Context: an optimization exercise on an open-source flow, tuned for a short achievable clock period and few clock cycles per item. The choices shown serve that exercise and are no tape-out recipe. The RTL was checked by simulation tests, not by an equivalence proof against the original design. Power and IR drop assume default switching activity.

<file path="flow/design.v">
`default_nettype none
package cta_pkg;
    localparam int DAY_W    = 5;
    localparam int MONTH_W  = 4;
    localparam int YEAR_W   = 16;
    localparam int HOUR_W   = 5;
    localparam int MINUTE_W = 6;
    localparam int ADD_W    = 16;
    localparam int DOY_W  = 9;     
    localparam int MOD_W  = 11;    
    localparam int Y400_W = 9;     
    localparam int RSP_W  = DAY_W + MONTH_W + YEAR_W + HOUR_W + MINUTE_W + 1 + DAY_W;
    localparam logic [HOUR_W-1:0]   HOUR_MAX   = 5'd23;
    localparam logic [MINUTE_W-1:0] MINUTE_MAX = 6'd59;
    localparam logic [MONTH_W-1:0] MONTH_JAN = 4'd1;
    localparam logic [MONTH_W-1:0] MONTH_DEC = 4'd12;
    localparam logic [YEAR_W-1:0] RESET_YEAR = 16'd2000;
    localparam logic REQ_LOAD = 1'b0;
    localparam logic REQ_ADD  = 1'b1;
    localparam int CAP    = 7;
    localparam int QPTR_W = 3;
    localparam int QDEPTH = 1 << QPTR_W;
    localparam int CNT_W  = 5;
endpackage
`default_nettype wire
`default_nettype none
module cta_div45_hi (
    input  wire logic [5:0] x,
    output logic [5:0] q,
    output logic [5:0] r,
    output logic [5:0] q_p1,
    output logic [5:0] q_p2,
    output logic [9:0] q_m366,
    output logic [9:0] q_m365,
    output logic [9:0] q_m364,
    output logic [9:0] q_m363
);
    always_comb
    begin
        case (x)
            6'd0: begin q = 6'd0; r = 6'd0; q_p1 = 6'd1; q_p2 = 6'd2; q_m366 = 10'd658; q_m365 = 10'd659; q_m364 = 10'd660; q_m363 = 10'd661; end
            6'd1: begin q = 6'd0; r = 6'd32; q_p1 = 6'd1; q_p2 = 6'd2; q_m366 = 10'd658; q_m365 = 10'd659; q_m364 = 10'd660; q_m363 = 10'd661; end
            6'd2: begin q = 6'd1; r = 6'd19; q_p1 = 6'd2; q_p2 = 6'd3; q_m366 = 10'd659; q_m365 = 10'd660; q_m364 = 10'd661; q_m363 = 10'd662; end
            6'd3: begin q = 6'd2; r = 6'd6; q_p1 = 6'd3; q_p2 = 6'd4; q_m366 = 10'd660; q_m365 = 10'd661; q_m364 = 10'd662; q_m363 = 10'd663; end
            6'd4: begin q = 6'd2; r = 6'd38; q_p1 = 6'd3; q_p2 = 6'd4; q_m366 = 10'd660; q_m365 = 10'd661; q_m364 = 10'd662; q_m363 = 10'd663; end
            6'd5: begin q = 6'd3; r = 6'd25; q_p1 = 6'd4; q_p2 = 6'd5; q_m366 = 10'd661; q_m365 = 10'd662; q_m364 = 10'd663; q_m363 = 10'd664; end
            6'd6: begin q = 6'd4; r = 6'd12; q_p1 = 6'd5; q_p2 = 6'd6; q_m366 = 10'd662; q_m365 = 10'd663; q_m364 = 10'd664; q_m363 = 10'd665; end
            6'd7: begin q = 6'd4; r = 6'd44; q_p1 = 6'd5; q_p2 = 6'd6; q_m366 = 10'd662; q_m365 = 10'd663; q_m364 = 10'd664; q_m363 = 10'd665; end
            6'd8: begin q = 6'd5; r = 6'd31; q_p1 = 6'd6; q_p2 = 6'd7; q_m366 = 10'd663; q_m365 = 10'd664; q_m364 = 10'd665; q_m363 = 10'd666; end
            6'd9: begin q = 6'd6; r = 6'd18; q_p1 = 6'd7; q_p2 = 6'd8; q_m366 = 10'd664; q_m365 = 10'd665; q_m364 = 10'd666; q_m363 = 10'd667; end
            6'd10: begin q = 6'd7; r = 6'd5; q_p1 = 6'd8; q_p2 = 6'd9; q_m366 = 10'd665; q_m365 = 10'd666; q_m364 = 10'd667; q_m363 = 10'd668; end
            6'd11: begin q = 6'd7; r = 6'd37; q_p1 = 6'd8; q_p2 = 6'd9; q_m366 = 10'd665; q_m365 = 10'd666; q_m364 = 10'd667; q_m363 = 10'd668; end
            6'd12: begin q = 6'd8; r = 6'd24; q_p1 = 6'd9; q_p2 = 6'd10; q_m366 = 10'd666; q_m365 = 10'd667; q_m364 = 10'd668; q_m363 = 10'd669; end
            6'd13: begin q = 6'd9; r = 6'd11; q_p1 = 6'd10; q_p2 = 6'd11; q_m366 = 10'd667; q_m365 = 10'd668; q_m364 = 10'd669; q_m363 = 10'd670; end
            6'd14: begin q = 6'd9; r = 6'd43; q_p1 = 6'd10; q_p2 = 6'd11; q_m366 = 10'd667; q_m365 = 10'd668; q_m364 = 10'd669; q_m363 = 10'd670; end
            6'd15: begin q = 6'd10; r = 6'd30; q_p1 = 6'd11; q_p2 = 6'd12; q_m366 = 10'd668; q_m365 = 10'd669; q_m364 = 10'd670; q_m363 = 10'd671; end
            6'd16: begin q = 6'd11; r = 6'd17; q_p1 = 6'd12; q_p2 = 6'd13; q_m366 = 10'd669; q_m365 = 10'd670; q_m364 = 10'd671; q_m363 = 10'd672; end
            6'd17: begin q = 6'd12; r = 6'd4; q_p1 = 6'd13; q_p2 = 6'd14; q_m366 = 10'd670; q_m365 = 10'd671; q_m364 = 10'd672; q_m363 = 10'd673; end
            6'd18: begin q = 6'd12; r = 6'd36; q_p1 = 6'd13; q_p2 = 6'd14; q_m366 = 10'd670; q_m365 = 10'd671; q_m364 = 10'd672; q_m363 = 10'd673; end
            6'd19: begin q = 6'd13; r = 6'd23; q_p1 = 6'd14; q_p2 = 6'd15; q_m366 = 10'd671; q_m365 = 10'd672; q_m364 = 10'd673; q_m363 = 10'd674; end
            6'd20: begin q = 6'd14; r = 6'd10; q_p1 = 6'd15; q_p2 = 6'd16; q_m366 = 10'd672; q_m365 = 10'd673; q_m364 = 10'd674; q_m363 = 10'd675; end
            6'd21: begin q = 6'd14; r = 6'd42; q_p1 = 6'd15; q_p2 = 6'd16; q_m366 = 10'd672; q_m365 = 10'd673; q_m364 = 10'd674; q_m363 = 10'd675; end
            6'd22: begin q = 6'd15; r = 6'd29; q_p1 = 6'd16; q_p2 = 6'd17; q_m366 = 10'd673; q_m365 = 10'd674; q_m364 = 10'd675; q_m363 = 10'd676; end
            6'd23: begin q = 6'd16; r = 6'd16; q_p1 = 6'd17; q_p2 = 6'd18; q_m366 = 10'd674; q_m365 = 10'd675; q_m364 = 10'd676; q_m363 = 10'd677; end
            6'd24: begin q = 6'd17; r = 6'd3; q_p1 = 6'd18; q_p2 = 6'd19; q_m366 = 10'd675; q_m365 = 10'd676; q_m364 = 10'd677; q_m363 = 10'd678; end
            6'd25: begin q = 6'd17; r = 6'd35; q_p1 = 6'd18; q_p2 = 6'd19; q_m366 = 10'd675; q_m365 = 10'd676; q_m364 = 10'd677; q_m363 = 10'd678; end
            6'd26: begin q = 6'd18; r = 6'd22; q_p1 = 6'd19; q_p2 = 6'd20; q_m366 = 10'd676; q_m365 = 10'd677; q_m364 = 10'd678; q_m363 = 10'd679; end
            6'd27: begin q = 6'd19; r = 6'd9; q_p1 = 6'd20; q_p2 = 6'd21; q_m366 = 10'd677; q_m365 = 10'd678; q_m364 = 10'd679; q_m363 = 10'd680; end
            6'd28: begin q = 6'd19; r = 6'd41; q_p1 = 6'd20; q_p2 = 6'd21; q_m366 = 10'd677; q_m365 = 10'd678; q_m364 = 10'd679; q_m363 = 10'd680; end
            6'd29: begin q = 6'd20; r = 6'd28; q_p1 = 6'd21; q_p2 = 6'd22; q_m366 = 10'd678; q_m365 = 10'd679; q_m364 = 10'd680; q_m363 = 10'd681; end
            6'd30: begin q = 6'd21; r = 6'd15; q_p1 = 6'd22; q_p2 = 6'd23; q_m366 = 10'd679; q_m365 = 10'd680; q_m364 = 10'd681; q_m363 = 10'd682; end
            6'd31: begin q = 6'd22; r = 6'd2; q_p1 = 6'd23; q_p2 = 6'd24; q_m366 = 10'd680; q_m365 = 10'd681; q_m364 = 10'd682; q_m363 = 10'd683; end
            6'd32: begin q = 6'd22; r = 6'd34; q_p1 = 6'd23; q_p2 = 6'd24; q_m366 = 10'd680; q_m365 = 10'd681; q_m364 = 10'd682; q_m363 = 10'd683; end
            6'd33: begin q = 6'd23; r = 6'd21; q_p1 = 6'd24; q_p2 = 6'd25; q_m366 = 10'd681; q_m365 = 10'd682; q_m364 = 10'd683; q_m363 = 10'd684; end
            6'd34: begin q = 6'd24; r = 6'd8; q_p1 = 6'd25; q_p2 = 6'd26; q_m366 = 10'd682; q_m365 = 10'd683; q_m364 = 10'd684; q_m363 = 10'd685; end
            6'd35: begin q = 6'd24; r = 6'd40; q_p1 = 6'd25; q_p2 = 6'd26; q_m366 = 10'd682; q_m365 = 10'd683; q_m364 = 10'd684; q_m363 = 10'd685; end
            6'd36: begin q = 6'd25; r = 6'd27; q_p1 = 6'd26; q_p2 = 6'd27; q_m366 = 10'd683; q_m365 = 10'd684; q_m364 = 10'd685; q_m363 = 10'd686; end
            6'd37: begin q = 6'd26; r = 6'd14; q_p1 = 6'd27; q_p2 = 6'd28; q_m366 = 10'd684; q_m365 = 10'd685; q_m364 = 10'd686; q_m363 = 10'd687; end
            6'd38: begin q = 6'd27; r = 6'd1; q_p1 = 6'd28; q_p2 = 6'd29; q_m366 = 10'd685; q_m365 = 10'd686; q_m364 = 10'd687; q_m363 = 10'd688; end
            6'd39: begin q = 6'd27; r = 6'd33; q_p1 = 6'd28; q_p2 = 6'd29; q_m366 = 10'd685; q_m365 = 10'd686; q_m364 = 10'd687; q_m363 = 10'd688; end
            6'd40: begin q = 6'd28; r = 6'd20; q_p1 = 6'd29; q_p2 = 6'd30; q_m366 = 10'd686; q_m365 = 10'd687; q_m364 = 10'd688; q_m363 = 10'd689; end
            6'd41: begin q = 6'd29; r = 6'd7; q_p1 = 6'd30; q_p2 = 6'd31; q_m366 = 10'd687; q_m365 = 10'd688; q_m364 = 10'd689; q_m363 = 10'd690; end
            6'd42: begin q = 6'd29; r = 6'd39; q_p1 = 6'd30; q_p2 = 6'd31; q_m366 = 10'd687; q_m365 = 10'd688; q_m364 = 10'd689; q_m363 = 10'd690; end
            6'd43: begin q = 6'd30; r = 6'd26; q_p1 = 6'd31; q_p2 = 6'd32; q_m366 = 10'd688; q_m365 = 10'd689; q_m364 = 10'd690; q_m363 = 10'd691; end
            6'd44: begin q = 6'd31; r = 6'd13; q_p1 = 6'd32; q_p2 = 6'd33; q_m366 = 10'd689; q_m365 = 10'd690; q_m364 = 10'd691; q_m363 = 10'd692; end
            6'd45: begin q = 6'd32; r = 6'd0; q_p1 = 6'd33; q_p2 = 6'd34; q_m366 = 10'd690; q_m365 = 10'd691; q_m364 = 10'd692; q_m363 = 10'd693; end
            6'd46: begin q = 6'd32; r = 6'd32; q_p1 = 6'd33; q_p2 = 6'd34; q_m366 = 10'd690; q_m365 = 10'd691; q_m364 = 10'd692; q_m363 = 10'd693; end
            6'd47: begin q = 6'd33; r = 6'd19; q_p1 = 6'd34; q_p2 = 6'd35; q_m366 = 10'd691; q_m365 = 10'd692; q_m364 = 10'd693; q_m363 = 10'd694; end
            6'd48: begin q = 6'd34; r = 6'd6; q_p1 = 6'd35; q_p2 = 6'd36; q_m366 = 10'd692; q_m365 = 10'd693; q_m364 = 10'd694; q_m363 = 10'd695; end
            6'd49: begin q = 6'd34; r = 6'd38; q_p1 = 6'd35; q_p2 = 6'd36; q_m366 = 10'd692; q_m365 = 10'd693; q_m364 = 10'd694; q_m363 = 10'd695; end
            6'd50: begin q = 6'd35; r = 6'd25; q_p1 = 6'd36; q_p2 = 6'd37; q_m366 = 10'd693; q_m365 = 10'd694; q_m364 = 10'd695; q_m363 = 10'd696; end
            6'd51: begin q = 6'd36; r = 6'd12; q_p1 = 6'd37; q_p2 = 6'd38; q_m366 = 10'd694; q_m365 = 10'd695; q_m364 = 10'd696; q_m363 = 10'd697; end
            6'd52: begin q = 6'd36; r = 6'd44; q_p1 = 6'd37; q_p2 = 6'd38; q_m366 = 10'd694; q_m365 = 10'd695; q_m364 = 10'd696; q_m363 = 10'd697; end
            6'd53: begin q = 6'd37; r = 6'd31; q_p1 = 6'd38; q_p2 = 6'd39; q_m366 = 10'd695; q_m365 = 10'd696; q_m364 = 10'd697; q_m363 = 10'd698; end
            6'd54: begin q = 6'd38; r = 6'd18; q_p1 = 6'd39; q_p2 = 6'd40; q_m366 = 10'd696; q_m365 = 10'd697; q_m364 = 10'd698; q_m363 = 10'd699; end
            6'd55: begin q = 6'd39; r = 6'd5; q_p1 = 6'd40; q_p2 = 6'd41; q_m366 = 10'd697; q_m365 = 10'd698; q_m364 = 10'd699; q_m363 = 10'd700; end
            6'd56: begin q = 6'd39; r = 6'd37; q_p1 = 6'd40; q_p2 = 6'd41; q_m366 = 10'd697; q_m365 = 10'd698; q_m364 = 10'd699; q_m363 = 10'd700; end
            6'd57: begin q = 6'd40; r = 6'd24; q_p1 = 6'd41; q_p2 = 6'd42; q_m366 = 10'd698; q_m365 = 10'd699; q_m364 = 10'd700; q_m363 = 10'd701; end
            6'd58: begin q = 6'd41; r = 6'd11; q_p1 = 6'd42; q_p2 = 6'd43; q_m366 = 10'd699; q_m365 = 10'd700; q_m364 = 10'd701; q_m363 = 10'd702; end
            6'd59: begin q = 6'd41; r = 6'd43; q_p1 = 6'd42; q_p2 = 6'd43; q_m366 = 10'd699; q_m365 = 10'd700; q_m364 = 10'd701; q_m363 = 10'd702; end
            6'd60: begin q = 6'd42; r = 6'd30; q_p1 = 6'd43; q_p2 = 6'd44; q_m366 = 10'd700; q_m365 = 10'd701; q_m364 = 10'd702; q_m363 = 10'd703; end
            6'd61: begin q = 6'd43; r = 6'd17; q_p1 = 6'd44; q_p2 = 6'd45; q_m366 = 10'd701; q_m365 = 10'd702; q_m364 = 10'd703; q_m363 = 10'd704; end
            6'd62: begin q = 6'd44; r = 6'd4; q_p1 = 6'd45; q_p2 = 6'd46; q_m366 = 10'd702; q_m365 = 10'd703; q_m364 = 10'd704; q_m363 = 10'd705; end
            6'd63: begin q = 6'd44; r = 6'd36; q_p1 = 6'd45; q_p2 = 6'd46; q_m366 = 10'd702; q_m365 = 10'd703; q_m364 = 10'd704; q_m363 = 10'd705; end
            default: begin q = '0; r = '0; q_p1 = '0; q_p2 = '0; q_m366 = '0; q_m365 = '0; q_m364 = '0; q_m363 = '0; end
        endcase
    end
endmodule
module cta_mod25_hi (
    input  wire logic [5:0] x,
    output logic [4:0] r
);
    always_comb
    begin
        case (x)
            6'd0: begin r = 5'd0; end
            6'd1: begin r = 5'd14; end
            6'd2: begin r = 5'd3; end
            6'd3: begin r = 5'd17; end
            6'd4: begin r = 5'd6; end
            6'd5: begin r = 5'd20; end
            6'd6: begin r = 5'd9; end
            6'd7: begin r = 5'd23; end
            6'd8: begin r = 5'd12; end
            6'd9: begin r = 5'd1; end
            6'd10: begin r = 5'd15; end
            6'd11: begin r = 5'd4; end
            6'd12: begin r = 5'd18; end
            6'd13: begin r = 5'd7; end
            6'd14: begin r = 5'd21; end
            6'd15: begin r = 5'd10; end
            6'd16: begin r = 5'd24; end
            6'd17: begin r = 5'd13; end
            6'd18: begin r = 5'd2; end
            6'd19: begin r = 5'd16; end
            6'd20: begin r = 5'd5; end
            6'd21: begin r = 5'd19; end
            6'd22: begin r = 5'd8; end
            6'd23: begin r = 5'd22; end
            6'd24: begin r = 5'd11; end
            6'd25: begin r = 5'd0; end
            6'd26: begin r = 5'd14; end
            6'd27: begin r = 5'd3; end
            6'd28: begin r = 5'd17; end
            6'd29: begin r = 5'd6; end
            6'd30: begin r = 5'd20; end
            6'd31: begin r = 5'd9; end
            6'd32: begin r = 5'd23; end
            6'd33: begin r = 5'd12; end
            6'd34: begin r = 5'd1; end
            6'd35: begin r = 5'd15; end
            6'd36: begin r = 5'd4; end
            6'd37: begin r = 5'd18; end
            6'd38: begin r = 5'd7; end
            6'd39: begin r = 5'd21; end
            6'd40: begin r = 5'd10; end
            6'd41: begin r = 5'd24; end
            6'd42: begin r = 5'd13; end
            6'd43: begin r = 5'd2; end
            6'd44: begin r = 5'd16; end
            6'd45: begin r = 5'd5; end
            6'd46: begin r = 5'd19; end
            6'd47: begin r = 5'd8; end
            6'd48: begin r = 5'd22; end
            6'd49: begin r = 5'd11; end
            6'd50: begin r = 5'd0; end
            6'd51: begin r = 5'd14; end
            6'd52: begin r = 5'd3; end
            6'd53: begin r = 5'd17; end
            6'd54: begin r = 5'd6; end
            6'd55: begin r = 5'd20; end
            6'd56: begin r = 5'd9; end
            6'd57: begin r = 5'd23; end
            6'd58: begin r = 5'd12; end
            6'd59: begin r = 5'd1; end
            6'd60: begin r = 5'd15; end
            6'd61: begin r = 5'd4; end
            6'd62: begin r = 5'd18; end
            6'd63: begin r = 5'd7; end
            default: begin r = '0; end
        endcase
    end
endmodule
module cta_mod25_lo (
    input  wire logic [5:0] x,
    output logic [4:0] r
);
    always_comb
    begin
        case (x)
            6'd0: begin r = 5'd0; end
            6'd1: begin r = 5'd1; end
            6'd2: begin r = 5'd2; end
            6'd3: begin r = 5'd3; end
            6'd4: begin r = 5'd4; end
            6'd5: begin r = 5'd5; end
            6'd6: begin r = 5'd6; end
            6'd7: begin r = 5'd7; end
            6'd8: begin r = 5'd8; end
            6'd9: begin r = 5'd9; end
            6'd10: begin r = 5'd10; end
            6'd11: begin r = 5'd11; end
            6'd12: begin r = 5'd12; end
            6'd13: begin r = 5'd13; end
            6'd14: begin r = 5'd14; end
            6'd15: begin r = 5'd15; end
            6'd16: begin r = 5'd16; end
            6'd17: begin r = 5'd17; end
            6'd18: begin r = 5'd18; end
            6'd19: begin r = 5'd19; end
            6'd20: begin r = 5'd20; end
            6'd21: begin r = 5'd21; end
            6'd22: begin r = 5'd22; end
            6'd23: begin r = 5'd23; end
            6'd24: begin r = 5'd24; end
            6'd25: begin r = 5'd0; end
            6'd26: begin r = 5'd1; end
            6'd27: begin r = 5'd2; end
            6'd28: begin r = 5'd3; end
            6'd29: begin r = 5'd4; end
            6'd30: begin r = 5'd5; end
            6'd31: begin r = 5'd6; end
            6'd32: begin r = 5'd7; end
            6'd33: begin r = 5'd8; end
            6'd34: begin r = 5'd9; end
            6'd35: begin r = 5'd10; end
            6'd36: begin r = 5'd11; end
            6'd37: begin r = 5'd12; end
            6'd38: begin r = 5'd13; end
            6'd39: begin r = 5'd14; end
            6'd40: begin r = 5'd15; end
            6'd41: begin r = 5'd16; end
            6'd42: begin r = 5'd17; end
            6'd43: begin r = 5'd18; end
            6'd44: begin r = 5'd19; end
            6'd45: begin r = 5'd20; end
            6'd46: begin r = 5'd21; end
            6'd47: begin r = 5'd22; end
            6'd48: begin r = 5'd23; end
            6'd49: begin r = 5'd24; end
            6'd50: begin r = 5'd0; end
            6'd51: begin r = 5'd1; end
            6'd52: begin r = 5'd2; end
            6'd53: begin r = 5'd3; end
            6'd54: begin r = 5'd4; end
            6'd55: begin r = 5'd5; end
            6'd56: begin r = 5'd6; end
            6'd57: begin r = 5'd7; end
            6'd58: begin r = 5'd8; end
            6'd59: begin r = 5'd9; end
            6'd60: begin r = 5'd10; end
            6'd61: begin r = 5'd11; end
            6'd62: begin r = 5'd12; end
            6'd63: begin r = 5'd13; end
            default: begin r = '0; end
        endcase
    end
endmodule
module cta_hour_minutes (
    input  wire logic [4:0] x,
    output logic [10:0] m
);
    always_comb
    begin
        case (x)
            5'd0: begin m = 11'd0; end
            5'd1: begin m = 11'd60; end
            5'd2: begin m = 11'd120; end
            5'd3: begin m = 11'd180; end
            5'd4: begin m = 11'd240; end
            5'd5: begin m = 11'd300; end
            5'd6: begin m = 11'd360; end
            5'd7: begin m = 11'd420; end
            5'd8: begin m = 11'd480; end
            5'd9: begin m = 11'd540; end
            5'd10: begin m = 11'd600; end
            5'd11: begin m = 11'd660; end
            5'd12: begin m = 11'd720; end
            5'd13: begin m = 11'd780; end
            5'd14: begin m = 11'd840; end
            5'd15: begin m = 11'd900; end
            5'd16: begin m = 11'd960; end
            5'd17: begin m = 11'd1020; end
            5'd18: begin m = 11'd1080; end
            5'd19: begin m = 11'd1140; end
            5'd20: begin m = 11'd1200; end
            5'd21: begin m = 11'd1260; end
            5'd22: begin m = 11'd1320; end
            5'd23: begin m = 11'd1380; end
            5'd24: begin m = 11'd1380; end
            5'd25: begin m = 11'd1380; end
            5'd26: begin m = 11'd1380; end
            5'd27: begin m = 11'd1380; end
            5'd28: begin m = 11'd1380; end
            5'd29: begin m = 11'd1380; end
            5'd30: begin m = 11'd1380; end
            5'd31: begin m = 11'd1380; end
            default: begin m = '0; end
        endcase
    end
endmodule
`default_nettype wire
`default_nettype none
import cta_pkg::*;
module calendar_time_add_minutes #(
    parameter int MAX_ADD_MINUTES = 65535
) (
    input  wire logic                     clk,
    input  wire logic                     rst_n,
    input  wire logic                     cmd_valid,
    output wire logic                     cmd_ready,
    input  wire logic                     cmd_req_type,
    input  wire logic [cta_pkg::ADD_W-1:0]    cmd_add_minutes,
    input  wire logic [cta_pkg::DAY_W-1:0]    cmd_load_day,
    input  wire logic [cta_pkg::MONTH_W-1:0]  cmd_load_month,
    input  wire logic [cta_pkg::YEAR_W-1:0]   cmd_load_year,
    input  wire logic [cta_pkg::HOUR_W-1:0]   cmd_load_hour,
    input  wire logic [cta_pkg::MINUTE_W-1:0] cmd_load_minute,
    output wire logic                     rsp_valid,
    input  wire logic                     rsp_ready,
    output wire logic [cta_pkg::DAY_W-1:0]    rsp_out_day,
    output wire logic [cta_pkg::MONTH_W-1:0]  rsp_out_month,
    output wire logic [cta_pkg::YEAR_W-1:0]   rsp_out_year,
    output wire logic [cta_pkg::HOUR_W-1:0]   rsp_out_hour,
    output wire logic [cta_pkg::MINUTE_W-1:0] rsp_out_minute,
    output wire logic                     rsp_leap_flag,
    output wire logic [cta_pkg::DAY_W-1:0]    rsp_month_length
);
    localparam int SAT_W = ($clog2(MAX_ADD_MINUTES + 1) > ADD_W) ?
                           $clog2(MAX_ADD_MINUTES + 1) : ADD_W;
    function automatic logic [DAY_W-1:0] month_len(input logic [MONTH_W-1:0] month,
                                                   input logic leap);
        logic [DAY_W-1:0] len;
        case (month)
            4'd2:                    len = leap ? 5'd29 : 5'd28;
            4'd4, 4'd6, 4'd9, 4'd11: len = 5'd30;
            default:                 len = 5'd31;
        endcase
        month_len = len;
    endfunction
    function automatic logic [DOY_W-1:0] month_start(input logic [MONTH_W-1:0] month,
                                                     input logic leap);
        logic [DOY_W-1:0] s;
        case (month)
            4'd1:    s = 9'd0;
            4'd2:    s = 9'd31;
            4'd3:    s = 9'd59;
            4'd4:    s = 9'd90;
            4'd5:    s = 9'd120;
            4'd6:    s = 9'd151;
            4'd7:    s = 9'd181;
            4'd8:    s = 9'd212;
            4'd9:    s = 9'd243;
            4'd10:   s = 9'd273;
            4'd11:   s = 9'd304;
            default: s = 9'd334;
        endcase
        if (leap && (month > 4'd2))
        begin
            s = s + 9'd1;
        end
        month_start = s;
    endfunction
    function automatic logic [DOY_W-1:0] month_first(input logic [MONTH_W-1:0] month,
                                                input logic leap);
        logic [DOY_W-1:0] d;
        case ({leap, month})
            {1'b0, 4'd1}: d = 9'd511;
            {1'b0, 4'd2}: d = 9'd30;
            {1'b0, 4'd3}: d = 9'd58;
            {1'b0, 4'd4}: d = 9'd89;
            {1'b0, 4'd5}: d = 9'd119;
            {1'b0, 4'd6}: d = 9'd150;
            {1'b0, 4'd7}: d = 9'd180;
            {1'b0, 4'd8}: d = 9'd211;
            {1'b0, 4'd9}: d = 9'd242;
            {1'b0, 4'd10}: d = 9'd272;
            {1'b0, 4'd11}: d = 9'd303;
            {1'b0, 4'd12}: d = 9'd333;
            {1'b1, 4'd1}: d = 9'd511;
            {1'b1, 4'd2}: d = 9'd30;
            {1'b1, 4'd3}: d = 9'd59;
            {1'b1, 4'd4}: d = 9'd90;
            {1'b1, 4'd5}: d = 9'd120;
            {1'b1, 4'd6}: d = 9'd151;
            {1'b1, 4'd7}: d = 9'd181;
            {1'b1, 4'd8}: d = 9'd212;
            {1'b1, 4'd9}: d = 9'd243;
            {1'b1, 4'd10}: d = 9'd273;
            {1'b1, 4'd11}: d = 9'd304;
            {1'b1, 4'd12}: d = 9'd334;
            default: d = 9'd0;
        endcase
        month_first = d;
    endfunction
    function automatic logic [DOY_W-1:0] month_last(input logic [MONTH_W-1:0] month,
                                                input logic leap);
        logic [DOY_W-1:0] d;
        case ({leap, month})
            {1'b0, 4'd1}: d = 9'd30;
            {1'b0, 4'd2}: d = 9'd58;
            {1'b0, 4'd3}: d = 9'd89;
            {1'b0, 4'd4}: d = 9'd119;
            {1'b0, 4'd5}: d = 9'd150;
            {1'b0, 4'd6}: d = 9'd180;
            {1'b0, 4'd7}: d = 9'd211;
            {1'b0, 4'd8}: d = 9'd242;
            {1'b0, 4'd9}: d = 9'd272;
            {1'b0, 4'd10}: d = 9'd303;
            {1'b0, 4'd11}: d = 9'd333;
            {1'b0, 4'd12}: d = 9'd364;
            {1'b1, 4'd1}: d = 9'd30;
            {1'b1, 4'd2}: d = 9'd59;
            {1'b1, 4'd3}: d = 9'd90;
            {1'b1, 4'd4}: d = 9'd120;
            {1'b1, 4'd5}: d = 9'd151;
            {1'b1, 4'd6}: d = 9'd181;
            {1'b1, 4'd7}: d = 9'd212;
            {1'b1, 4'd8}: d = 9'd243;
            {1'b1, 4'd9}: d = 9'd273;
            {1'b1, 4'd10}: d = 9'd304;
            {1'b1, 4'd11}: d = 9'd334;
            {1'b1, 4'd12}: d = 9'd365;
            default: d = 9'd0;
        endcase
        month_last = d;
    endfunction
    logic              cmd_ready_reg;
    logic              cmd_fire;
    logic [CNT_W-1:0]  pend_reg;       
    logic              pop_reg;        
    logic              out_valid_reg;
    logic [QPTR_W-1:0] q_wr_reg, q_rd_reg;
    logic              q_wr_lap, q_rd_lap;
    assign cmd_fire = cmd_valid && cmd_ready_reg;
    logic                s0_typ;
    logic [ADD_W-1:0]    s0_add;
    logic [DAY_W-1:0]    s0_day;
    logic [MONTH_W-1:0]  s0_month;
    logic [YEAR_W-1:0]   s0_year;
    logic [HOUR_W-1:0]   s0_hour;
    logic [MINUTE_W-1:0] s0_minute;
    assign s0_typ    = cmd_req_type;
    assign s0_add    = cmd_add_minutes;
    assign s0_day    = cmd_load_day;
    assign s0_month  = cmd_load_month;
    assign s0_year   = cmd_load_year;
    assign s0_hour   = cmd_load_hour;
    assign s0_minute = cmd_load_minute;
    logic [ADD_W-1:0]    add_sat;
    logic [MONTH_W-1:0]  s0_month_c;
    logic [5:0]          s0_dq, s0_dr, s0_dq_p1, s0_dq_p2;
    logic [9:0]          s0_dq_m366, s0_dq_m365, s0_dq_m364, s0_dq_m363;
    logic [4:0]          s0_yrh, s0_yrl;
    logic [MOD_W-1:0]    s0_h60;
    logic                s1_v;
    logic                s1_typ;
    logic [5:0]          s1_dq, s1_dr, s1_dq_p1, s1_dq_p2;   
    logic [9:0]          s1_dq_m366, s1_dq_m365, s1_dq_m364, s1_dq_m363;
    logic [4:0]          s1_ahl;         
    logic [4:0]          s1_alo;         
    logic [DAY_W-1:0]    s1_day;         
    logic [DAY_W-1:0]    s1_len_n, s1_len_l;      
    logic [DOY_W-1:0]    s1_first_n, s1_first_l;  
    logic [DOY_W-1:0]    s1_last_n, s1_last_l;    
    logic [YEAR_W-1:0]   s1_year;
    logic [4:0]          s1_yrh, s1_yrl;          
    logic [MOD_W-1:0]    s1_h60;                  
    logic [MINUTE_W-1:0] s1_minute;
    assign add_sat = (SAT_W'(s0_add) > SAT_W'(MAX_ADD_MINUTES)) ?
                     ADD_W'(MAX_ADD_MINUTES) : s0_add;
    cta_div45_hi u_div45 (
        .x      (add_sat[15:10]),
        .q      (s0_dq),
        .r      (s0_dr),
        .q_p1   (s0_dq_p1),
        .q_p2   (s0_dq_p2),
        .q_m366 (s0_dq_m366),
        .q_m365 (s0_dq_m365),
        .q_m364 (s0_dq_m364),
        .q_m363 (s0_dq_m363)
    );
    cta_mod25_hi u_mod25h (.x(s0_year[15:10]), .r(s0_yrh));
    cta_mod25_lo u_mod25l (.x(s0_year[9:4]), .r(s0_yrl));
    cta_hour_minutes u_h60 (.x(s0_hour), .m(s0_h60));
    always_comb
    begin
        if (s0_month < MONTH_JAN)
        begin
            s0_month_c = MONTH_JAN;
        end
        else if (s0_month > MONTH_DEC)
        begin
            s0_month_c = MONTH_DEC;
        end
        else
        begin
            s0_month_c = s0_month;
        end
    end
    always_ff @(posedge clk)
    begin
        s1_typ     <= s0_typ;
        s1_dq      <= s0_dq;
        s1_dr      <= s0_dr;
        s1_dq_p1   <= s0_dq_p1;
        s1_dq_p2   <= s0_dq_p2;
        s1_dq_m366 <= s0_dq_m366;
        s1_dq_m365 <= s0_dq_m365;
        s1_dq_m364 <= s0_dq_m364;
        s1_dq_m363 <= s0_dq_m363;
        s1_ahl     <= add_sat[9:5];
        s1_alo     <= add_sat[4:0];
        s1_day     <= (s0_day == '0) ? DAY_W'(1) : s0_day;
        s1_len_n   <= month_len(s0_month_c, 1'b0);
        s1_len_l   <= month_len(s0_month_c, 1'b1);
        s1_first_n <= month_first(s0_month_c, 1'b0);
        s1_first_l <= month_first(s0_month_c, 1'b1);
        s1_last_n  <= month_last(s0_month_c, 1'b0);
        s1_last_l  <= month_last(s0_month_c, 1'b1);
        s1_year    <= s0_year;
        s1_yrh     <= s0_yrh;
        s1_yrl     <= s0_yrl;
        s1_h60     <= s0_h60;
        s1_minute  <= (s0_minute > MINUTE_MAX) ? MINUTE_MAX : s0_minute;
    end
    logic                s1_add, s1_load;
    logic [6:0]          s1_dt;          
    logic                s1_dc;          
    logic [5:0]          s1_drem;        
    logic [6:0]          s1_drem_m45;    
    logic [5:0]          s1_yt;          
    logic [4:0]          s1_yrem;        
    logic [Y400_W-1:0]   s1_y400;
    logic                s1_leap, s1_leap1;
    logic [DOY_W-1:0]    s1_doy_n, s1_doy_l;
    logic                s2_v;
    logic                s2_load;
    logic [MOD_W-1:0]    s2_m0;          
    logic [MOD_W:0]      s2_m1;          
    logic [DOY_W-1:0]    s2_d0, s2_d1;   
    logic [DOY_W:0]      s2_d0_n, s2_d0_l, s2_d1_n;   
    logic [DOY_W-1:0]    s2_ldoy_n, s2_ldoy_l;
    logic [MOD_W-1:0]    s2_lmod;
    logic [YEAR_W-1:0]   s2_lyear;
    logic [Y400_W-1:0]   s2_ly400;
    logic                s2_lleap, s2_lleap1;
    assign s1_add  = s1_v && (s1_typ == REQ_ADD);
    assign s1_load = s1_v && (s1_typ == REQ_LOAD);
    assign s1_dt       = 7'(s1_dr) + 7'(s1_ahl);
    assign s1_dc       = (s1_dt >= 7'd45);
    assign s1_drem     = s1_dc ? 6'(s1_dt - 7'd45) : s1_dt[5:0];
    assign s1_drem_m45 = s1_dc ? (s1_dt - 7'd90) : (s1_dt - 7'd45);
    assign s1_yt   = 6'(s1_yrh) + 6'(s1_yrl);
    assign s1_yrem = (s1_yt >= 6'd25) ? 5'(s1_yt - 6'd25) : s1_yt[4:0];
    assign s1_y400 = {s1_yrem, s1_year[3:0]};
    assign s1_leap  = (s1_year[1:0] == 2'd0) &&
                      (s1_y400 != 9'd100) && (s1_y400 != 9'd200) && (s1_y400 != 9'd300);
    assign s1_leap1 = (s1_year[1:0] == 2'd3) &&
                      (s1_y400 != 9'd99) && (s1_y400 != 9'd199) && (s1_y400 != 9'd299);
    assign s1_doy_n = (s1_day > s1_len_n) ? s1_last_n : s1_first_n + DOY_W'(s1_day);
    assign s1_doy_l = (s1_day > s1_len_l) ? s1_last_l : s1_first_l + DOY_W'(s1_day);
    always_ff @(posedge clk)
    begin
        s2_load <= s1_load;
        if (!s1_add)
        begin
            s2_m0   <= '0;
            s2_m1   <= (MOD_W+1)'((1 << (MOD_W+1)) - 1440);
            s2_d0   <= '0;
            s2_d1   <= DOY_W'(1);
            s2_d0_n <= (DOY_W+1)'((1 << (DOY_W+1)) - 365);
            s2_d0_l <= (DOY_W+1)'((1 << (DOY_W+1)) - 366);
            s2_d1_n <= (DOY_W+1)'((1 << (DOY_W+1)) - 364);
        end
        else if (s1_dc)
        begin
            s2_m0   <= {s1_drem, s1_alo};
            s2_m1   <= {s1_drem_m45, s1_alo};
            s2_d0   <= DOY_W'(s1_dq_p1);
            s2_d1   <= DOY_W'(s1_dq_p2);
            s2_d0_n <= s1_dq_m364;
            s2_d0_l <= s1_dq_m365;
            s2_d1_n <= s1_dq_m363;
        end
        else
        begin
            s2_m0   <= {s1_drem, s1_alo};
            s2_m1   <= {s1_drem_m45, s1_alo};
            s2_d0   <= DOY_W'(s1_dq);
            s2_d1   <= DOY_W'(s1_dq_p1);
            s2_d0_n <= s1_dq_m365;
            s2_d0_l <= s1_dq_m366;
            s2_d1_n <= s1_dq_m364;
        end
        s2_ldoy_n <= s1_doy_n;
        s2_ldoy_l <= s1_doy_l;
        s2_lmod   <= s1_h60 + MOD_W'(s1_minute);
        s2_lyear  <= s1_year;
        s2_ly400  <= s1_y400;
        s2_lleap  <= s1_leap;
        s2_lleap1 <= s1_leap1;
    end
    logic [DOY_W-1:0]    st_doy;
    logic [MOD_W-1:0]    st_mod;
    logic [YEAR_W-1:0]   st_year;
    logic [Y400_W-1:0]   st_y400;
    logic                st_leap;        
    logic                st_leap1;       
    logic                st_v;
    logic [MOD_W-1:0]    m_sum0;
    logic [MOD_W:0]      m_sum1;
    logic                m_carry;
    logic [MOD_W-1:0]    m_new;
    logic [DOY_W-1:0]    d_sum0, d_sum1;
    logic [DOY_W:0]      d_sum0_n, d_sum0_l, d_sum1_n, d_sum1_l;
    logic                w0, w1, y_carry;
    logic [DOY_W-1:0]    d_new;
    logic                sel_00, sel_01n, sel_01l, sel_10, sel_11n, sel_11l;
    logic                leap2;          
    logic [Y400_W-1:0]   y400_inc;
    logic [YEAR_W-1:0]   year_inc;
    logic [YEAR_W-1:0]   year_add;
    logic [Y400_W-1:0]   y400_add;
    logic                leap_add, leap1_add;
    assign m_sum0   = st_mod + s2_m0;
    assign m_sum1   = (MOD_W+1)'(st_mod) + s2_m1;
    assign m_carry  = !m_sum1[MOD_W];                     
    assign m_new    = ({MOD_W{m_carry}} & m_sum1[MOD_W-1:0]) | ({MOD_W{!m_carry}} & m_sum0);
    assign d_sum0   = st_doy + s2_d0;
    assign d_sum1   = st_doy + s2_d1;
    assign d_sum0_n = (DOY_W+1)'(st_doy) + s2_d0_n;
    assign d_sum0_l = (DOY_W+1)'(st_doy) + s2_d0_l;
    assign d_sum1_n = (DOY_W+1)'(st_doy) + s2_d1_n;
    assign d_sum1_l = d_sum0_n;
    assign w0       = st_leap ? !d_sum0_l[DOY_W] : !d_sum0_n[DOY_W];
    assign w1       = st_leap ? !d_sum1_l[DOY_W] : !d_sum1_n[DOY_W];
    assign y_carry  = m_carry ? w1 : w0;
    assign sel_00  = !m_carry && !y_carry;
    assign sel_01n = !m_carry && y_carry && !st_leap;
    assign sel_01l = !m_carry && y_carry && st_leap;
    assign sel_10  = m_carry && !y_carry;
    assign sel_11n = m_carry && y_carry && !st_leap;
    assign sel_11l = m_carry && y_carry && st_leap;
    assign d_new   = ({DOY_W{sel_00}}  & d_sum0) |
                     ({DOY_W{sel_01n}} & d_sum0_n[DOY_W-1:0]) |
                     ({DOY_W{sel_01l}} & d_sum0_l[DOY_W-1:0]) |
                     ({DOY_W{sel_10}}  & d_sum1) |
                     ({DOY_W{sel_11n}} & d_sum1_n[DOY_W-1:0]) |
                     ({DOY_W{sel_11l}} & d_sum1_l[DOY_W-1:0]);
    assign leap2     = (st_year[1:0] == 2'd2) &&
                       (st_y400 != 9'd98) && (st_y400 != 9'd198) && (st_y400 != 9'd298);
    assign y400_inc  = ((st_y400 == 9'd399) || (st_year == 16'hFFFF)) ? '0 : st_y400 + 1'b1;
    assign year_inc  = st_year + 1'b1;
    assign year_add  = ({YEAR_W{y_carry}} & year_inc) | ({YEAR_W{!y_carry}} & st_year);
    assign y400_add  = ({Y400_W{y_carry}} & y400_inc) | ({Y400_W{!y_carry}} & st_y400);
    assign leap_add  = (y_carry && st_leap1) || (!y_carry && st_leap);
    assign leap1_add = (y_carry && leap2) || (!y_carry && st_leap1);
    always_ff @(posedge clk or negedge rst_n)
    begin
        if (!rst_n)
        begin
            s1_v <= 1'b0;
            s2_v <= 1'b0;
            st_v <= 1'b0;
        end
        else
        begin
            s1_v <= cmd_fire;
            s2_v <= s1_v;
            st_v <= s2_v;
        end
    end
    always_ff @(posedge clk)
    begin
        if (!rst_n)
        begin
            st_doy   <= '0;
            st_mod   <= '0;
            st_year  <= RESET_YEAR;
            st_y400  <= '0;
            st_leap  <= 1'b1;
            st_leap1 <= 1'b0;
        end
        else if (s2_load)
        begin
            st_doy   <= s2_lleap ? s2_ldoy_l : s2_ldoy_n;
            st_mod   <= s2_lmod;
            st_year  <= s2_lyear;
            st_y400  <= s2_ly400;
            st_leap  <= s2_lleap;
            st_leap1 <= s2_lleap1;
        end
        else
        begin
            st_doy   <= d_new;
            st_mod   <= m_new;
            st_year  <= year_add;
            st_y400  <= y400_add;
            st_leap  <= leap_add;
            st_leap1 <= leap1_add;
        end
    end
    logic [12:1]         after_month;    
    logic [12:1]         after_month_n, after_month_l;
    logic [DAY_W-1:0]    day_n [1:12];
    logic [DAY_W-1:0]    day_l [1:12];
    logic [23:0]         after_hour;     
    logic [MONTH_W-1:0]  r_month;
    logic [DAY_W-1:0]    r_day;
    logic [DAY_W-1:0]    r_len;
    logic [HOUR_W-1:0]   r_hour;
    logic [MINUTE_W-1:0] r_minute;
    logic [RSP_W-1:0]    r_rsp;
    logic [RSP_W-1:0]    q_mem [QDEPTH];
    logic [RSP_W-1:0]    out_reg;
    always_comb
    begin
        for (int m = 1; m <= 12; m++)
        begin
            after_month_n[m] = (st_doy >= month_start(MONTH_W'(m), 1'b0));
            after_month_l[m] = (st_doy >= month_start(MONTH_W'(m), 1'b1));
            after_month[m]   = st_leap ? after_month_l[m] : after_month_n[m];
            day_n[m]         = DAY_W'(st_doy - month_start(MONTH_W'(m), 1'b0) + 9'd1);
            day_l[m]         = DAY_W'(st_doy - month_start(MONTH_W'(m), 1'b1) + 9'd1);
        end
        r_month = '0;
        r_day   = '0;
        r_len   = '0;
        for (int m = 1; m <= 12; m++)
        begin
            if (after_month[m] && ((m == 12) || !after_month[(m == 12) ? 12 : m + 1]))
            begin
                r_month = r_month | MONTH_W'(m);
                r_day   = r_day | (st_leap ? day_l[m] : day_n[m]);
                r_len   = r_len | month_len(MONTH_W'(m), st_leap);
            end
        end
        for (int h = 0; h < 24; h++)
        begin
            after_hour[h] = (st_mod >= MOD_W'(60 * h));
        end
        r_hour   = '0;
        r_minute = '0;
        for (int h = 0; h < 24; h++)
        begin
            if (after_hour[h] && ((h == 23) || !after_hour[(h == 23) ? 23 : h + 1]))
            begin
                r_hour   = r_hour | HOUR_W'(h);
                r_minute = r_minute | MINUTE_W'(st_mod - MOD_W'(60 * h));
            end
        end
    end
    assign r_rsp = {r_day, r_month, st_year, r_hour, r_minute, st_leap, r_len};
    logic [QPTR_W:0]     q_count;        
    logic                pop;            
    logic [QPTR_W-1:0]   q_rd_next;
    logic [RSP_W-1:0]    out_mem, out_next;
    logic                out_new;
    assign q_count   = {q_wr_lap, q_wr_reg} - {q_rd_lap, q_rd_reg};
    assign pop       = out_valid_reg && rsp_ready;
    assign q_rd_next = q_rd_reg + 1'b1;
    assign out_mem   = pop ? q_mem[q_rd_next] : q_mem[q_rd_reg];
    assign out_new   = pop ? (q_count <= (QPTR_W+1)'(1)) : (q_count == '0);
    assign out_next  = ({RSP_W{out_new}} & r_rsp) | ({RSP_W{!out_new}} & out_mem);
    always_ff @(posedge clk)
    begin
        if (st_v)
        begin
            q_mem[q_wr_reg] <= r_rsp;
        end
        out_reg <= out_next;
    end
    always_ff @(posedge clk or negedge rst_n)
    begin
        if (!rst_n)
        begin
            q_wr_reg      <= '0;
            q_wr_lap      <= 1'b0;
            q_rd_reg      <= '0;
            q_rd_lap      <= 1'b0;
            out_valid_reg <= 1'b0;
            pop_reg       <= 1'b0;
            pend_reg      <= '0;
            cmd_ready_reg <= 1'b0;
        end
        else
        begin
            if (st_v)
            begin
                {q_wr_lap, q_wr_reg} <= {q_wr_lap, q_wr_reg} + 1'b1;
            end
            if (pop)
            begin
                {q_rd_lap, q_rd_reg} <= {q_rd_lap, q_rd_reg} + 1'b1;
                out_valid_reg <= (q_count > (QPTR_W+1)'(1)) || st_v;
            end
            else
            begin
                out_valid_reg <= (q_count != '0) || st_v;
            end
            pop_reg  <= pop;
            pend_reg <= pend_reg + CNT_W'(s1_v) - CNT_W'(pop_reg);
            cmd_ready_reg <= ((pend_reg + CNT_W'(s1_v) + CNT_W'(cmd_ready_reg) + 1'b1)
                              <= CNT_W'(CAP));
        end
    end
    assign cmd_ready        = cmd_ready_reg;
    assign rsp_valid        = out_valid_reg;
    assign rsp_out_day      = out_reg[41:37];
    assign rsp_out_month    = out_reg[36:33];
    assign rsp_out_year     = out_reg[32:17];
    assign rsp_out_hour     = out_reg[16:12];
    assign rsp_out_minute   = out_reg[11:6];
    assign rsp_leap_flag    = out_reg[5];
    assign rsp_month_length = out_reg[4:0];
endmodule
`default_nettype wire
</file>
<file path="flow/flow/run.sh">
#!/bin/bash
set -euo pipefail
cd "$(dirname "$0")/.."
bash standard.sh SETUP_SLACK_MARGIN=7 finish > standard_make.log 2>&1
</file>
<file path="flow/standard.sh">
#!/bin/bash
# synth_recipe.tcl (not shown) runs the flow's synth.tcl, then flattens the netlist and writes it again
# the make line also repeats each setting of config.mk as NAME=value (left out here)
make -C /OpenROAD-flow-scripts/flow DESIGN_CONFIG=/design/flow/config.mk WORK_HOME=/design/flow/orfs CLKGATE_MAP_FILE= SYNTH_SCRIPT=/design/flow/synth_recipe.tcl "${@:-finish}"
</file>
<file path="flow/config.mk">
export PLATFORM = sky130hd
export DESIGN_NAME = calendar_time_add_minutes
export DESIGN_NICKNAME = calendar_time_add_minutes
export VERILOG_FILES = /design/flow/design.v
export SDC_FILE = /design/flow/constraint.sdc
export NUM_CORES = 4
export LEC_CHECK = 0
export ABC_CLOCK_PERIOD_IN_PS = 1500
export CAP_MARGIN = 20
export CORE_MARGIN = 2
export CORE_UTILIZATION = 40
export SETUP_SLACK_MARGIN = 5
export SLEW_MARGIN = 20
</file>
<file path="flow/constraint.sdc">
create_clock -name core_clock -period 10.0 [get_ports {clk}]
set_input_delay 2.0000 -clock core_clock [delete_from_list [all_inputs] [get_ports {clk}]]
set_output_delay 2.0000 -clock core_clock [all_outputs]
set_load 0.01 [all_outputs]
</file>
==> run notes, run 1 <==
Outcome = finished clean
DR WL/cell = 21.76 µm
Most frequent cells in the layout = edfxtp_1, dfxtp_1, nand2_1
Leakage = 16.33 nW
Via count = 27.03k
I/O pin count = 101
R2R Path Start = st_mod[3]$_SDFF_PN0_
Critical path required time = 8.00 ns
Final Routed Wirelength = 99060 µm
Multiplexer share of the synthesized area = 12.37%
RePlAce Congestion = 0.9095
Slew headroom = 28.28%
Fmax = 312.5 MHz
DRC Markers = 0
Avg Synthesized Cell Area = 10.97 µm²
Synth Warn # = 7
Final setup violating endpoints = 0
Final count of hold timing violations = 0
Detailed Route Iter0 Violations = 2704
CP Class = flop to primary output
Worst hold start = s1_year[14]$_DFF_P_
Power, Total = 11.46 mW
Fin. max-slew vios = 0
Worst Hold Class = flop to flop
Fraction of layout cells with a size suffix above 1 = 28.84%
Pre-CTS setup slack = 5.071 ns
R2R depth = 13
Distinct cells, synth = 96
Fillers = 7428
Die ar. = 88670 µm²
Vert. Die Dim = 297.8 µm
RSZ-0062 raised after global routing = yes
Register area = 16410 µm²
Row cnt = 107
P per Cell Area = 263.6 nW/µm²
Mapped cell area = 34520 µm²
Fin area = 43500 µm²
Sequential area share after synthesis = 47.19%
Xor/xnor share of the synthesized area = 2.754%
Gate Count Post-Synth = 3146
DR vias/cell = 5.937
H-tree levels = 3
Final Cycle Share = 32.00%
Worst-skew pair later-pin latency = 0.64 ns
Die X-Extent = 297.8 µm
Root buf cell = clkbuf_16
PnR worst setup slack = 6.800 ns
Post-synthesis simple-gate area fraction = 10.93%
Global route overflow = 0
#FFs+latches synth = 649
Gr usage total = 20.99%
Synthesis-to-finish area growth = 26.00%
Number of hold buffers added after CTS = 0
Share of the synthesized area in compound gates (AO/OA/AOI/OAI) = 16.41%
TNS Setup = 0 ns
Dpl cell area = 37030 µm²
TritonCTS Buffers = 71
Layout Nets = 3580
Global-route wire length before repair = 148700 µm
Peak supply drop = 0.2163 mV
Crit start category = flop
Worst reg2reg setup slack = 6.81 ns
HPWL after DPL = 56500 µm
Initial Util = 40.42%
Number of global-route vias before repair = 25.89k
Initial antenna violation count = 1
CTS Buffer Depth = 3
Worst Max-Slew Pin Slew = 1.065 ns
Crit path DAT = 1.20 ns
CP Capture Type = primary output
Clk slew on worst S/H paths = 0.06 ns
First-pass DRT Iterations = 8
Min-Delay Endpoint = s2_lyear[14]$_DFF_P_
Ys flop type = edfxtp_1
Multi-input gate area = 19160 µm²
Largest family of logic cells by synthesized area = compound AO/OA/AOI/OAI gates
Max Clock Skew = 0.04935 ns
Fin crit period = 3.200 ns
Reg2reg end = out_reg[11]$_DFF_P_
Core box area = 85410 µm²
WHS Path Cells = 0
# clock sinks = 649
IO buf count = 100
MaxCap Viol Count = 0
Most common cell after layout, fill and taps aside = edfxtp_1
Largest net degree at the start of global routing = 83
CTS tree = built
Max FFs per register = 320
Adder-Cell Fraction of Synth Area = 6.509%
Fraction of synthesis flops using an asynchronous set or reset pin = 2.928%
Post-synth EDFFs = 320
Critical path fanouts, max = 3
Antenna-violating nets left = 0
[synth_stat cells, types with 47 or more instances]
| master | instances | area, µm² |
|---|---|---|
| edfxtp_1 | 320 | 9609 |
| dfxtp_1 | 310 | 6206 |
| nand2_1 | 260 | 975.9 |
| a21oi_1 | 244 | 1221 |
| nor2_1 | 230 | 863.3 |
| mux4_2 | 171 | 3851 |
| clkbuf_1 | 165 | 619.3 |
| ha_1 | 162 | 2027 |
| o21ai_0 | 160 | 800.8 |
| inv_1 | 129 | 484.2 |
| nand3_1 | 79 | 395.4 |
| xnor2_1 | 63 | 551.8 |
| a221oi_1 | 47 | 411.6 |
[through the flow]
stage / utilization, % / instances / hold slack, ns
final: 50.93 / 4553 / 0.3128
after global routing: 50.92 / 4552 / 0.3221
after CTS: 48.85 / 4464 / 0.3185
after detailed placement: 43.35 / 4227 / 0.3121
after global placement: 43.35 / 4227 / 0.3105
after floorplan: - / 3153 / 0.3096
[power breakdown]
part | leakage [nW] | internal [mW] | switching [mW]
registers | 5.70 | 3.35 | 0.321
clock network | 1.25 | 1.70 | 1.13
logic | 9.38 | 2.35 | 2.62
total | 16.3 | 7.39 | 4.08
[repair_timing]
action / CTS / global route
setup buffers: 94 / 81
resized for setup: 524 / 217
cloned: 12 / 7
setup endpoints to repair: 387 / 295
endpoints found under the hold margin: 0 / 0
pin swaps: 45 / 94
[worst max-delay path, stage by stage (launching register included)]
cell and delay [ns]:
dfxtp_2 0.33, buf_4 0.13, buf_6 0.11
[cell type report]
type | count | share of cell area, %
multi-input combinational | 2168 | 44.06
sequential | 649 | 37.72
timing repair buffer | 324 | 7.562
clock buffer | 101 | 4.720
tap | 1144 | 3.291
inverter | 136 | 1.427
clock inverter | 30 | 1.220
antenna | 1 | 0.005753
[logic make-up (layout without fill, tap and decap cells)]
group                      after synthesis  after routing
AOI/OAI and AO/OA                      856            859
and+or+nand+nor                        806            810
DFF                                    649            649
buffers and inverters                  343            591
muxes                                  211            211
adders and majority gates              173            173
xor gates and xnor gates               107            107
other                                    1              9
[how the worst max path moves through the flow]
stage | startpoint | endpoint | slack, ns | depth (start not counted)
final | out_reg[4]$_DFF_P_ | rsp_month_length[4] | 6.80 | 2
after global routing | st_mod[3]$_SDFF_PN0_ | out_reg[11]$_DFF_P_ | 6.75 | 13
after CTS | cmd_ready_reg$_DFF_PN0_ | cmd_ready | 6.75 | 1
after detailed placement | cmd_add_minutes[11] | s1_dq_m364[1]$_DFF_P_ | 5.07 | 8
after global placement | cmd_add_minutes[11] | s1_dq_m366[1]$_DFF_P_ | 5.08 | 7
after floorplan | cmd_add_minutes[10] | s1_dq_m364[1]$_DFF_P_ | 6.65 | 8
[per-layer routing]
layer / global-route usage [%] / vias to the layer above / part of all wire, %
met3: 3.085 / 244 / 7.4
met1: 29.01 / 13216 / 43
met4: 7.286 / 2 / 3.3
met2: 33.72 / 1232 / 46
met5: 0 / - / 0.013
li1: - / 12336 / -
Testbench counts, summed over its fixed seeds: cycles 2,432, items 2,400.
==> inputs of run 2 (changes only) <==
--- a/flow/design.v
+++ b/flow/design.v
@@ -610,2 +610,6 @@
     logic                st_v;
+    logic [12:2]         st_am;          
+    logic [23:1]         st_ah;          
+    logic [12:2]         am_add, am_load;
+    logic [23:1]         ah_add, ah_load;
     logic [MOD_W-1:0]    m_sum0;
@@ -650,2 +654,29 @@
                      ({DOY_W{sel_11l}} & d_sum1_l[DOY_W-1:0]);
+    always_comb
+    begin
+        for (int m = 2; m <= 12; m++)
+        begin
+            am_add[m] =
+                (sel_00  && (st_leap  ? (d_sum0 >= month_start(MONTH_W'(m), 1'b1)) :
+                                        (d_sum0 >= month_start(MONTH_W'(m), 1'b0)))) ||
+                (sel_10  && (st_leap  ? (d_sum1 >= month_start(MONTH_W'(m), 1'b1)) :
+                                        (d_sum1 >= month_start(MONTH_W'(m), 1'b0)))) ||
+                (sel_01n && (st_leap1 ? (d_sum0_n[DOY_W-1:0] >= month_start(MONTH_W'(m), 1'b1)) :
+                                        (d_sum0_n[DOY_W-1:0] >= month_start(MONTH_W'(m), 1'b0)))) ||
+                (sel_01l && (st_leap1 ? (d_sum0_l[DOY_W-1:0] >= month_start(MONTH_W'(m), 1'b1)) :
+                                        (d_sum0_l[DOY_W-1:0] >= month_start(MONTH_W'(m), 1'b0)))) ||
+                (sel_11n && (st_leap1 ? (d_sum1_n[DOY_W-1:0] >= month_start(MONTH_W'(m), 1'b1)) :
+                                        (d_sum1_n[DOY_W-1:0] >= month_start(MONTH_W'(m), 1'b0)))) ||
+                (sel_11l && (st_leap1 ? (d_sum1_l[DOY_W-1:0] >= month_start(MONTH_W'(m), 1'b1)) :
+                                        (d_sum1_l[DOY_W-1:0] >= month_start(MONTH_W'(m), 1'b0))));
+            am_load[m] = s2_lleap ? (s2_ldoy_l >= month_start(MONTH_W'(m), 1'b1)) :
+                                    (s2_ldoy_n >= month_start(MONTH_W'(m), 1'b0));
+        end
+        for (int h = 1; h < 24; h++)
+        begin
+            ah_add[h]  = (m_carry && (m_sum1[MOD_W-1:0] >= MOD_W'(60 * h))) ||
+                         (!m_carry && (m_sum0 >= MOD_W'(60 * h)));
+            ah_load[h] = (s2_lmod >= MOD_W'(60 * h));
+        end
+    end
     assign leap2     = (st_year[1:0] == 2'd2) &&
@@ -683,2 +714,4 @@
             st_leap1 <= 1'b0;
+            st_am    <= '0;
+            st_ah    <= '0;
         end
@@ -686,2 +719,4 @@
         begin
+            st_am    <= am_load;
+            st_ah    <= ah_load;
             st_doy   <= s2_lleap ? s2_ldoy_l : s2_ldoy_n;
@@ -695,2 +730,4 @@
         begin
+            st_am    <= am_add;
+            st_ah    <= ah_add;
             st_doy   <= d_new;
@@ -704,3 +741,2 @@
     logic [12:1]         after_month;    
-    logic [12:1]         after_month_n, after_month_l;
     logic [DAY_W-1:0]    day_n [1:12];
@@ -720,5 +756,3 @@
         begin
-            after_month_n[m] = (st_doy >= month_start(MONTH_W'(m), 1'b0));
-            after_month_l[m] = (st_doy >= month_start(MONTH_W'(m), 1'b1));
-            after_month[m]   = st_leap ? after_month_l[m] : after_month_n[m];
+            after_month[m]   = (m == 1) || st_am[(m == 1) ? 2 : m];
             day_n[m]         = DAY_W'(st_doy - month_start(MONTH_W'(m), 1'b0) + 9'd1);
@@ -740,3 +774,3 @@
         begin
-            after_hour[h] = (st_mod >= MOD_W'(60 * h));
+            after_hour[h] = (h == 0) || st_ah[(h == 0) ? 1 : h];
         end
--- a/flow/config.mk
+++ b/flow/config.mk
@@ -10,3 +10,3 @@
 export CORE_MARGIN = 2
-export CORE_UTILIZATION = 40
+export CORE_UTILIZATION = 55
 export SETUP_SLACK_MARGIN = 5
==> run 2 against run 1 <==
Compared with the run above: sequential share of layout area shrank 1.2 points; non-clock buffer count down 10; clock skew down 0.025 ns; fmax decreased by 0.92%; flip-flop and latch count up 35; final area grew 7.6%; die area down 19%; wire length increased by 21%; power is 16% higher; critical path type is now flop to flop.
==> run notes, run 2 <==
Outcome = finished clean
TritonCTS Buffers = 73
Final Routed Wirelength = 119600 µm
CP max stage cell = or4b_4
Max FFs per register = 320
Avg Synthesized Cell Area = 10.24 µm²
Ys flop type = dfxtp_1
Sequential area share after synthesis = 44.51%
Gr usage total = 32.26%
RePlAce Congestion = 0.9662
Fmax = 309.6 MHz
DR vias/cell = 6.623
Critical path required time = 10.53 ns
First-pass DRT Iterations = 8
Max Clock Skew = 0.02452 ns
Most frequent cells in the layout = edfxtp_1, dfxtp_1, nand2_1
Initial antenna violation count = 0
Core box area = 68710 µm²
Die X-Extent = 267.5 µm
RSZ-0062 raised after global routing = yes
Crit path cell chain = ha_4, a211oi_4, o211ai_1, buf_4, a211oi_4, buf_6, xor2_4, buf_6, mux2i_4, o21ai_4, buf_12, or4b_4, o2111a_1
#FFs+latches synth = 684
Largest net degree at the start of global routing = 85
Register share of total power = 30.0%
CP delay by family, top = compound AO/OA/AOI/OAI gates
Critical path fanouts, max = 5
# clock sinks = 684
H-tree levels = 3
Gate Count Post-Synth = 3727
Final count of hold timing violations = 0
Register area = 17080 µm²
Synth Warn # = 7
TNS Setup = 0 ns
Mapped cell area = 38180 µm²
Multi-input gate area = 22230 µm²
Synthesis-to-finish area growth = 22.65%
Worst Max-Slew Pin Slew = 1.063 ns
CTS tree = built
Via count = 32.24k
Fin crit period = 3.230 ns
Synth top cells by count = dfxtp_1, a21oi_1, edfxtp_1, nand2_1, nor2_1
Global-route wire length before repair = 179600 µm
Number of hold buffers added after CTS = 0
Post-synth EDFFs = 320
Fin. max-slew vios = 0
Power, Total = 13.26 mW
Crit start category = flop
Distinct cells, synth = 92
MaxCap Viol Count = 0
Initial Util = 55.57%
Top post-synthesis cells by area = edfxtp_1, dfxtp_1, mux4_2, ha_1, a21oi_1
Slew headroom = 29.14%
Vert. Die Dim = 267.5 µm
Area share of the largest cell type after synthesis = 25.17%
Crit path DAT = 3.76 ns
Most common cell after layout, fill and taps aside = edfxtp_1
Final setup violating endpoints = 0
Global route overflow = 0
Most common cell in the synthesized netlist = dfxtp_1
Internal power = 7.958 mW
Combinational power share = 49.0%
Sw power = 5.303 mW
DR WL/cell = 24.57 µm
Fraction of layout cells with a size suffix above 1 = 25.02%
CP Buf/Inv Count = 4
Detailed Route Iter0 Violations = 3416
Layout Nets = 4099
HPWL after DPL = 74740 µm
Row cnt = 96
CP Class = flop to flop
Number of global-route vias before repair = 31.39k
Final Cycle Share = 32.30%
Antenna-violating nets left = 0
CP Capture Type = flop
Worst Hold Class = flop to flop
Fillers = 5055
Clk slew on worst S/H paths = 0.06 ns
P per Cell Area = 283.2 nW/µm²
IO buf count = 100
Die ar. = 71540 µm²
Clk pwr share = 21.0%
Worst path max stage delay = 0.48 ns
Fraction of synthesis flops using an asynchronous set or reset pin = 2.778%
Ant diodes = 0
CTS Buffer Depth = 3
DRC Markers = 0
Leakage = 17.10 nW
Root buf cell = clkbuf_16
Peak supply drop = 0.2315 mV
Worst-skew pair later-pin latency = 0.64 ns
Area leader, netlist = edfxtp_1
I/O pin count = 101
Switching Share = 39.99%
run 2: changes by cell type after synthesis, sizes merged, moves of 21 or more:
| cell | before | now |
|---|---|---|
| xnor2 | 63 | 88 |
| clkbuf | 166 | 201 |
| nand2 | 261 | 312 |
| a311oi | 4 | 25 |
| nor3 | 39 | 80 |
| nor2 | 230 | 297 |
| dfxtp | 310 | 345 |
| a211oi | 32 | 67 |
| o21ai | 168 | 241 |
| a21oi | 244 | 324 |
run 2: power by group through the flow:
| stage | logic [mW] | registers (mW) | clock network (mW) |
|---|---|---|---|
| after floorplan | 4.07 | 3.81 | 0 |
| after global placement | 5.27 | 4.03 | 0 |
| after detailed placement | 5.37 | 4.05 | 0 |
| after CTS | 6.02 | 3.97 | 2.82 |
| after global routing | 6.94 | 4.02 | 2.93 |
| final | 6.50 | 3.98 | 2.78 |
run 2: cell type report:
| cell class | instances | share of cell area (%) |
|---|---|---|
| multi-input combinational | 2674 | 47.47 |
| sequential | 684 | 36.47 |
| timing repair buffer | 314 | 6.988 |
| clock buffer | 92 | 4.160 |
| tap | 931 | 2.488 |
| inverter | 131 | 1.224 |
| clock inverter | 40 | 1.168 |
| timing repair inverter | 2 | 0.03206 |
run 2: stage by stage:
stage          worst slack (ns)  instance area [µm²]  hold slack [ns]  util, %  instances
2_1_floorplan             6.687                39210           0.3096        -       3734
3_3_place_gp              5.297                40460           0.3160    58.89       4562
3_5_place_dp              5.246                40460           0.3121    58.89       4562
4_1_cts                   6.812                45350           0.3269    66.00       4811
5_1_grt                   6.697                46820           0.3335    68.15       4868
6_report                  6.770                46820           0.3240    68.15       4868
run 2: timing repair:
| item | in CTS | in global routing |
|---|---|---|
| pin swaps | 81 | 70 |
| setup buffers | 104 | 49 |
| setup endpoints to repair | 300 | 214 |
| gates cloned | 13 | 8 |
| gates resized for setup | 554 | 180 |
run 2: worst paths after layout:
check                                          from                  endpoint  slack, ns  cells after the start
worst min register to register   s1_year[4]$_DFF_P_       s2_lyear[4]$_DFF_P_       0.32                      0
worst max-delay path            s2_m1[1]$_SDFF_PN0_  st_year[14]$_SDFFE_PN0P_       6.77                     13
worst max register to register  s2_m1[1]$_SDFF_PN0_  st_year[14]$_SDFFE_PN0P_       6.77                     13
worst min-delay path             s1_year[4]$_DFF_P_       s2_lyear[4]$_DFF_P_       0.32                      0
min in group asynchronous                     rst_n         pop_reg$_DFF_PN0_       1.80                      3
max in group asynchronous                     rst_n   q_rd_reg[0]$_DFFE_PN0P_       7.93                      3
run 2: routing by layer:
metal  vias up  share of wire [%]  global-route usage, %
met1     15888                 39                  41.24
met2      1600                 49                  54.83
met5         -                  0                 0.3465
li1      14442                  -                      -
met4         0                4.4                  14.42
met3       312                7.3                  4.239
run 2: kinds of logic after synthesis:
family / synth area share (%)
DFF: 44.51
xor gates and xnor gates: 3.215
muxes: 11.43
AOI/OAI and AO/OA: 19.12
buffers and inverters: 3.831
and+or+nand+nor: 12.37
other: 0.009822
adders and majority gates: 5.526
Testbench counts of run 2, summed over its fixed seeds: cycles 2,432, items 2,400.

static timing again, ports no longer ideal:
In the flow no input, the clock included, has a driving cell. The finished layouts below were timed again as built, in two steps.
Step 1: set_driving_cell puts a clkbuf_16 on clk and a buf_2 on each other input, an assumption about the parent block.
Step 2 also shifts input and output timing later by t, the mid clock arrival at the registers, as if the neighbouring blocks saw the same clock.
a / b / c = ideal / step 1 / step 2; a / b = the first two.
| run | t, ns | setup slack, ns | clock arrival spread, ns | pins driven straight from the clock port |
|---|---|---|---|---|
| run 1 | 0.676 | 6.800 / 6.739 / 6.332 | 0.052 / 0.052 | 1 |
| run 2 | 0.697 | 6.770 / 6.766 / 6.318 | 0.026 / 0.027 | 1 |
After both steps setup and hold are still met in every run listed. The setup slack of run 1, which loses most, moves by -0.061 ns with the drivers and by -0.468 ns with both steps.
